From an optimization exercise on the open Yosys and OpenROAD flow, aimed at small area and a short achievable clock period; shortcuts taken in it are not production practice. Only simulation tests tie the RTL to the original design; equivalence was not proved. No activity file was given, so power comes from the tool's default toggle rates.

P:
==> flow/design.v <==
package fifo_pkg;
    localparam int DEF_DATA_W = 8;
    localparam int DEF_ADDR_W = 8;
    localparam int FIFO_STD  = 0;
    localparam int FIFO_FWFT = 1;
    function automatic int clog2(input int value);
        int r;
        r = 0;
        while ((1 << r) < value) begin
            r = r + 1;
        end
        clog2 = r;
    endfunction
endpackage
module fifo_slot_mux
#(
    parameter int DATA_W = fifo_pkg::DEF_DATA_W
) (
    input  logic [DATA_W-1:0] hd,
    input  logic [DATA_W-1:0] sh,
    input  logic [DATA_W-1:0] ld,
    input  logic [DATA_W-1:0] q,
    input  logic [DATA_W-1:0] n,
    input  logic [DATA_W-1:0] x,
    output logic [DATA_W-1:0] y
);
    assign y = ~((hd & q) | (sh & n) | (ld & x));
endmodule
module fifo_slot_free (
    input  logic le_hi,
    input  logic ne_hi,
    input  logic le_lo,
    output logic free
);
    assign free = le_hi & (ne_hi | le_lo);
endmodule
module fifo_slot_ctl (
    input  logic free0,
    input  logic free1,
    input  logic rd,
    input  logic rd_n,
    output logic hd,
    output logic sh
);
    assign hd = ~(free0 | rd);
    assign sh = ~(free1 | rd_n);
endmodule
module fifo_slot_ld (
    input  logic hd,
    input  logic sh,
    output logic ld
);
    assign ld = ~(hd | sh);
endmodule
module sync_fifo_param
#(
    parameter int DATA_W    = fifo_pkg::DEF_DATA_W,
    parameter int ADDR_W    = fifo_pkg::DEF_ADDR_W,
    parameter int AF_THRESH = (1 << ADDR_W) - 2,
    parameter int AE_THRESH = 2
) (
    input  logic              sys_clk,
    input  logic              sys_rst,
    input  logic              wr_en,
    input  logic [DATA_W-1:0] din,
    input  logic              rd_en,
    output logic [DATA_W-1:0] dout,
    output logic              full,
    output logic              empty,
    output logic              almost_full,
    output logic              almost_empty,
    output logic [ADDR_W:0]   data_count,
    output logic              overflow,
    output logic              underflow
);
    localparam int CW    = ADDR_W + 1;
    localparam int DEPTH = 1 << ADDR_W;
    localparam logic [ADDR_W:0] DEPTH_C = CW'(DEPTH);
    localparam logic [ADDR_W:0] AF_C    = CW'(AF_THRESH);
    localparam logic [ADDR_W:0] AE_C    = CW'(AE_THRESH);
    logic            wr_acc;
    logic            rd_acc;
    logic            inc;
    logic            dec;
    logic            phase;          
    logic [ADDR_W:0] ncount;         
    logic            nfull;          
    logic            empty_i;        
    logic            empty_q;        
    logic            aempty_q;       
    logic [ADDR_W:0] count;
    logic [15:0]     le_hi;          
    logic [15:0]     ne_hi;          
    logic [14:0]     le_lo;          
    assign count = ~ncount;
    assign wr_acc = wr_en & nfull;
    assign rd_acc = rd_en & ~empty_i;
    assign inc    = wr_acc & ~rd_acc;
    assign dec    = rd_acc & ~wr_acc;
    logic [DATA_W*(DEPTH+1)-1:0] q;
    logic [DATA_W*DEPTH-1:0]     d;
    logic [DATA_W-1:0]           x;
    logic [DEPTH:0]              free;    
    assign q[DATA_W*(DEPTH+1)-1 -: DATA_W] = '0;
    assign x = din ^ {DATA_W{phase}};
    genvar i;
    generate
        for (i = 0; i < DEPTH; i++) begin : g_free
            fifo_slot_free u_free (
                .le_hi (le_hi[i/16]),
                .ne_hi (ne_hi[i/16]),
                .le_lo ((i % 16 == 15) ? 1'b1 : le_lo[(i % 16 == 15) ? 0 : i % 16]),
                .free  (free[i])
            );
        end
        assign free[DEPTH] = 1'b1;
        for (i = 0; i < DEPTH; i++) begin : g_slot
            logic hd, sh, ld;
            fifo_slot_ctl u_ctl (
                .free0 (free[i]),
                .free1 (free[i+1]),
                .rd    (rd_en),
                .rd_n  (~rd_en),
                .hd    (hd),
                .sh    (sh)
            );
            fifo_slot_ld u_ld (
                .hd (hd),
                .sh (sh),
                .ld (ld)
            );
            fifo_slot_mux #(.DATA_W(DATA_W)) u_mux (
                .hd ({DATA_W{hd}}),
                .sh ({DATA_W{sh}}),
                .ld ({DATA_W{ld}}),
                .q  (q[DATA_W*i +: DATA_W]),
                .n  (q[DATA_W*(i+1) +: DATA_W]),
                .x  (x),
                .y  (d[DATA_W*i +: DATA_W])
            );
        end
    endgenerate
    always_ff @(posedge sys_clk) begin
        q[DATA_W*DEPTH-1:0] <= d;
    end
    logic [ADDR_W:0] count_up, count_dn, count_next;
    logic            full_next, empty_next, af_next, ae_next;
    assign count_up = count + CW'(1);
    assign count_dn = count - CW'(1);
    always_comb begin
        if (inc) begin
            count_next = count_up;
            full_next  = (count_up == DEPTH_C);
            empty_next = 1'b0;
            af_next    = (count_up >= AF_C);
            ae_next    = (count_up <= AE_C);
        end else if (dec) begin
            count_next = count_dn;
            full_next  = 1'b0;
            empty_next = (count_dn == '0);
            af_next    = (count_dn >= AF_C);
            ae_next    = (count_dn <= AE_C);
        end else begin
            count_next = count;
            full_next  = (count == DEPTH_C);
            empty_next = (count == '0);
            af_next    = (count >= AF_C);
            ae_next    = (count <= AE_C);
        end
    end
    logic [15:0] le_hi_next, ne_hi_next, le_hi_up, ne_hi_up, le_hi_dn, ne_hi_dn;
    logic [14:0] le_lo_next, le_lo_up, le_lo_dn;
    logic        lo15, lo0;
    assign lo15 = ~le_lo[14];
    assign lo0  = le_lo[0];
    always_comb begin
        le_lo_up[0] = lo15;
        for (int b = 1; b < 15; b++) begin
            le_lo_up[b] = le_lo[b-1] | lo15;
        end
        for (int b = 0; b < 14; b++) begin
            le_lo_dn[b] = le_lo[b+1] & ~lo0;
        end
        le_lo_dn[14] = ~lo0;
        le_hi_up[0] = lo15 ? 1'b0 : le_hi[0];
        ne_hi_up[0] = lo15 ? 1'b1 : ne_hi[0];
        for (int a = 1; a < 16; a++) begin
            le_hi_up[a] = lo15 ? le_hi[a-1] : le_hi[a];
            ne_hi_up[a] = lo15 ? ne_hi[a-1] : ne_hi[a];
        end
        for (int a = 0; a < 15; a++) begin
            le_hi_dn[a] = lo0 ? le_hi[a+1] : le_hi[a];
            ne_hi_dn[a] = lo0 ? ne_hi[a+1] : ne_hi[a];
        end
        le_hi_dn[15] = lo0 ? 1'b1  : le_hi[15];
        ne_hi_dn[15] = lo0 ? nfull : ne_hi[15];
        if (inc) begin
            le_hi_next = le_hi_up;
            ne_hi_next = ne_hi_up;
            le_lo_next = le_lo_up;
        end else if (dec) begin
            le_hi_next = le_hi_dn;
            ne_hi_next = ne_hi_dn;
            le_lo_next = le_lo_dn;
        end else begin
            le_hi_next = le_hi;
            ne_hi_next = ne_hi;
            le_lo_next = le_lo;
        end
    end
    assign empty        = ~empty_q;
    assign almost_empty = ~aempty_q;
    always_ff @(posedge sys_clk or posedge sys_rst) begin
        if (sys_rst) begin
            le_hi        <= '1;
            ne_hi        <= 16'hfffe;
            le_lo        <= '1;
            phase        <= 1'b0;
            ncount       <= '1;
            nfull        <= 1'b1;
            empty_i      <= 1'b1;
            data_count   <= '0;
            full         <= 1'b0;
            empty_q      <= 1'b0;
            almost_full  <= 1'b0;
            aempty_q     <= 1'b0;
            overflow     <= 1'b0;
            underflow    <= 1'b0;
            dout         <= '0;
        end else begin
            le_hi        <= le_hi_next;
            ne_hi        <= ne_hi_next;
            le_lo        <= le_lo_next;
            phase        <= ~phase;
            ncount       <= ~count_next;
            nfull        <= ~full_next;
            empty_i      <= empty_next;
            data_count   <= count_next;
            full         <= full_next;
            empty_q      <= ~empty_next;
            almost_full  <= af_next;
            aempty_q     <= ~ae_next;
            overflow     <= wr_en & ~nfull;
            underflow    <= rd_en & empty_i;
            if (rd_acc) begin
                dout <= q[DATA_W-1:0] ^ {DATA_W{phase}};
            end
        end
    end
endmodule
clock: 4.0 ns
lec_check: 0
cap_margin: 20
core_margin: 2
core_utilization: 50
cts_cluster_diameter: 100
cts_cluster_size: 25
setup_slack_margin: 1.9
slew_margin: 20
synth_hierarchical: 1
standard.sh (not shown) runs the stock make flow with config.mk's settings and CLKGATE_MAP_FILE= SYNTH_SCRIPT=/design/flow/synth_recipe.tcl, a recipe that flattens the netlist after the stock synthesis.
==> flow/flow/run.sh <==
#!/bin/bash
# Layout of the design: the standard flow, with one step added after
# placement: flow/pull_out_regs.tcl moves the registers that drive output
# ports next to the ports' buffers and legalizes the placement again.
# Everything else, synthesis included, is the standard flow's. Each part's
# output goes to a log file of its own here; ORFS keeps each step's own log
# under orfs/logs/.
set -euo pipefail
bash standard.sh place > flow_place.log 2>&1
res=orfs/results/$FLOW_PLATFORM/sync_fifo_param/base
PLATFORM_DIR=$FLOW_HOME/platforms/$FLOW_PLATFORM PLACE_ODB=$res/3_place.odb \
  openroad -no_init -exit flow/pull_out_regs.tcl > flow_pull_out_regs.log 2>&1
bash standard.sh finish > flow_finish.log 2>&1
==> flow/flow/pull_out_regs.tcl <==
# After placement: move each register (and an inverter between it and the
# port buffer, if there is one) that drives an output port's buffer next
# to that buffer, then legalize. The output paths are the slowest paths of
# this design, and the registers otherwise sit far from their port.
set plat $::env(PLATFORM_DIR)
read_lef $plat/lef/sky130_fd_sc_hd.tlef
read_lef $plat/lef/sky130_fd_sc_hd_merged.lef
read_liberty $plat/lib/sky130_fd_sc_hd__tt_025C_1v80.lib
read_db $::env(PLACE_ODB)
set block [ord::get_db_block]

proc driver_inst {net} {
  foreach it [$net getITerms] {
    if {[$it isOutputSignal]} { return [$it getInst] }
  }
  return ""
}
proc input_net {inst} {
  foreach it [$inst getITerms] {
    if {[$it isInputSignal] && [$it getNet] != "NULL"} {
      set n [$it getNet]
      if {[$n getSigType] == "SIGNAL"} { return $n }
    }
  }
  return ""
}

set moved 0
foreach bt [$block getBTerms] {
  if {[$bt getIoType] != "OUTPUT"} continue
  set buf [driver_inst [$bt getNet]]
  if {$buf == ""} continue
  set loc [$buf getLocation]
  set src [driver_inst [input_net $buf]]
  for {set k 0} {$k < 2 && $src != ""} {incr k} {
    set m [[$src getMaster] getName]
    if {[$src isFixed]} break
    $src setLocation [lindex $loc 0] [lindex $loc 1]
    incr moved
    puts "moved $m [$src getName] to $loc"
    if {[string match "*__df*" $m]} break
    if {![string match "*__inv*" $m]} break
    set src [driver_inst [input_net $src]]
  }
}
puts "moved $moved instances"
detailed_placement
check_placement -verbose
write_db $::env(PLACE_ODB)
The inputs of Q differ from those of P as listed below.
--- a/flow/design.v
+++ b/flow/design.v
@@ -45,13 +45,14 @@
     assign hd = ~(free0 | rd);
     assign sh = ~(free1 | rd_n);
 endmodule
 module fifo_slot_ld (
-    input  logic hd,
-    input  logic sh,
+    input  logic free0,
+    input  logic free1,
+    input  logic rd,
     output logic ld
 );
-    assign ld = ~(hd | sh);
+    assign ld = free0 | (free1 & rd);
 endmodule
 module sync_fifo_param
 #(
     parameter int DATA_W    = fifo_pkg::DEF_DATA_W,
@@ -124,11 +125,12 @@
                 .hd    (hd),
                 .sh    (sh)
             );
             fifo_slot_ld u_ld (
-                .hd (hd),
-                .sh (sh),
-                .ld (ld)
+                .free0 (free[i]),
+                .free1 (free[i+1]),
+                .rd    (rd_en),
+                .ld    (ld)
             );
             fifo_slot_mux #(.DATA_W(DATA_W)) u_mux (
                 .hd ({DATA_W{hd}}),
                 .sh ({DATA_W{sh}}),
@@ -149,18 +151,18 @@
     assign count_dn = count - CW'(1);
     always_comb begin
         if (inc) begin
             count_next = count_up;
-            full_next  = (count_up == DEPTH_C);
+            full_next  = (count == DEPTH_C - CW'(1));
             empty_next = 1'b0;
-            af_next    = (count_up >= AF_C);
-            ae_next    = (count_up <= AE_C);
+            af_next    = (count >= AF_C - CW'(1));
+            ae_next    = (count <= AE_C - CW'(1));
         end else if (dec) begin
             count_next = count_dn;
             full_next  = 1'b0;
-            empty_next = (count_dn == '0);
-            af_next    = (count_dn >= AF_C);
-            ae_next    = (count_dn <= AE_C);
+            empty_next = (count == CW'(1));
+            af_next    = (count >= AF_C + CW'(1));
+            ae_next    = (count <= AE_C + CW'(1));
         end else begin
             count_next = count;
             full_next  = (count == DEPTH_C);
             empty_next = (count == '0);
==> summary.txt <==
Compared with P, Q instantiates a smaller number of cells. Count of inverters not on the clock network in the layout came out lower on Q than on P. On fill cell instance count of the final layout, P tracks Q almost exactly. | leakage power | Q vs P | about 1.8% higher |. Compared with P, placement density in the core of Q is lower. The run showing the greater routed metal-1 wire length is Q. Compared with P, Q shows a wire length of the first global-routing pass that is about 1.1% higher.

==> afterwards: timing with drivers on the ports <==
Ports are ideal in the flow. The routed layouts listed here were re-timed in OpenROAD.
Step 1 assumes that a clkbuf_16 drives the clock port and a buf_2 every other input.
Step 2 moves the port delays by t, midway between the first and last clock arrival at a register: inputs arrive t later, outputs are due t later. That takes back most of the time a late clock gives input paths.
a / b / c = ideal ports / drivers / drivers and shift; a / b = the first two.
run | t, ns | setup WS [ns] | worst setup path at the end | clock arrival spread, ns | slew at the worst register clock pin (ns)
P | 0.790 | 1.786 / 1.797 / 1.007 | input to register | 0.032 / 0.032 | 0.10 / 0.10
Q | 0.802 | 1.896 / 1.833 / 1.110 | input to register | 0.044 / 0.043 | 0.10 / 0.10
After both steps setup and hold are still met in every run listed. For Q, which loses most, drivers alone change the setup slack by -0.063 ns; drivers and shift together by -0.786 ns.
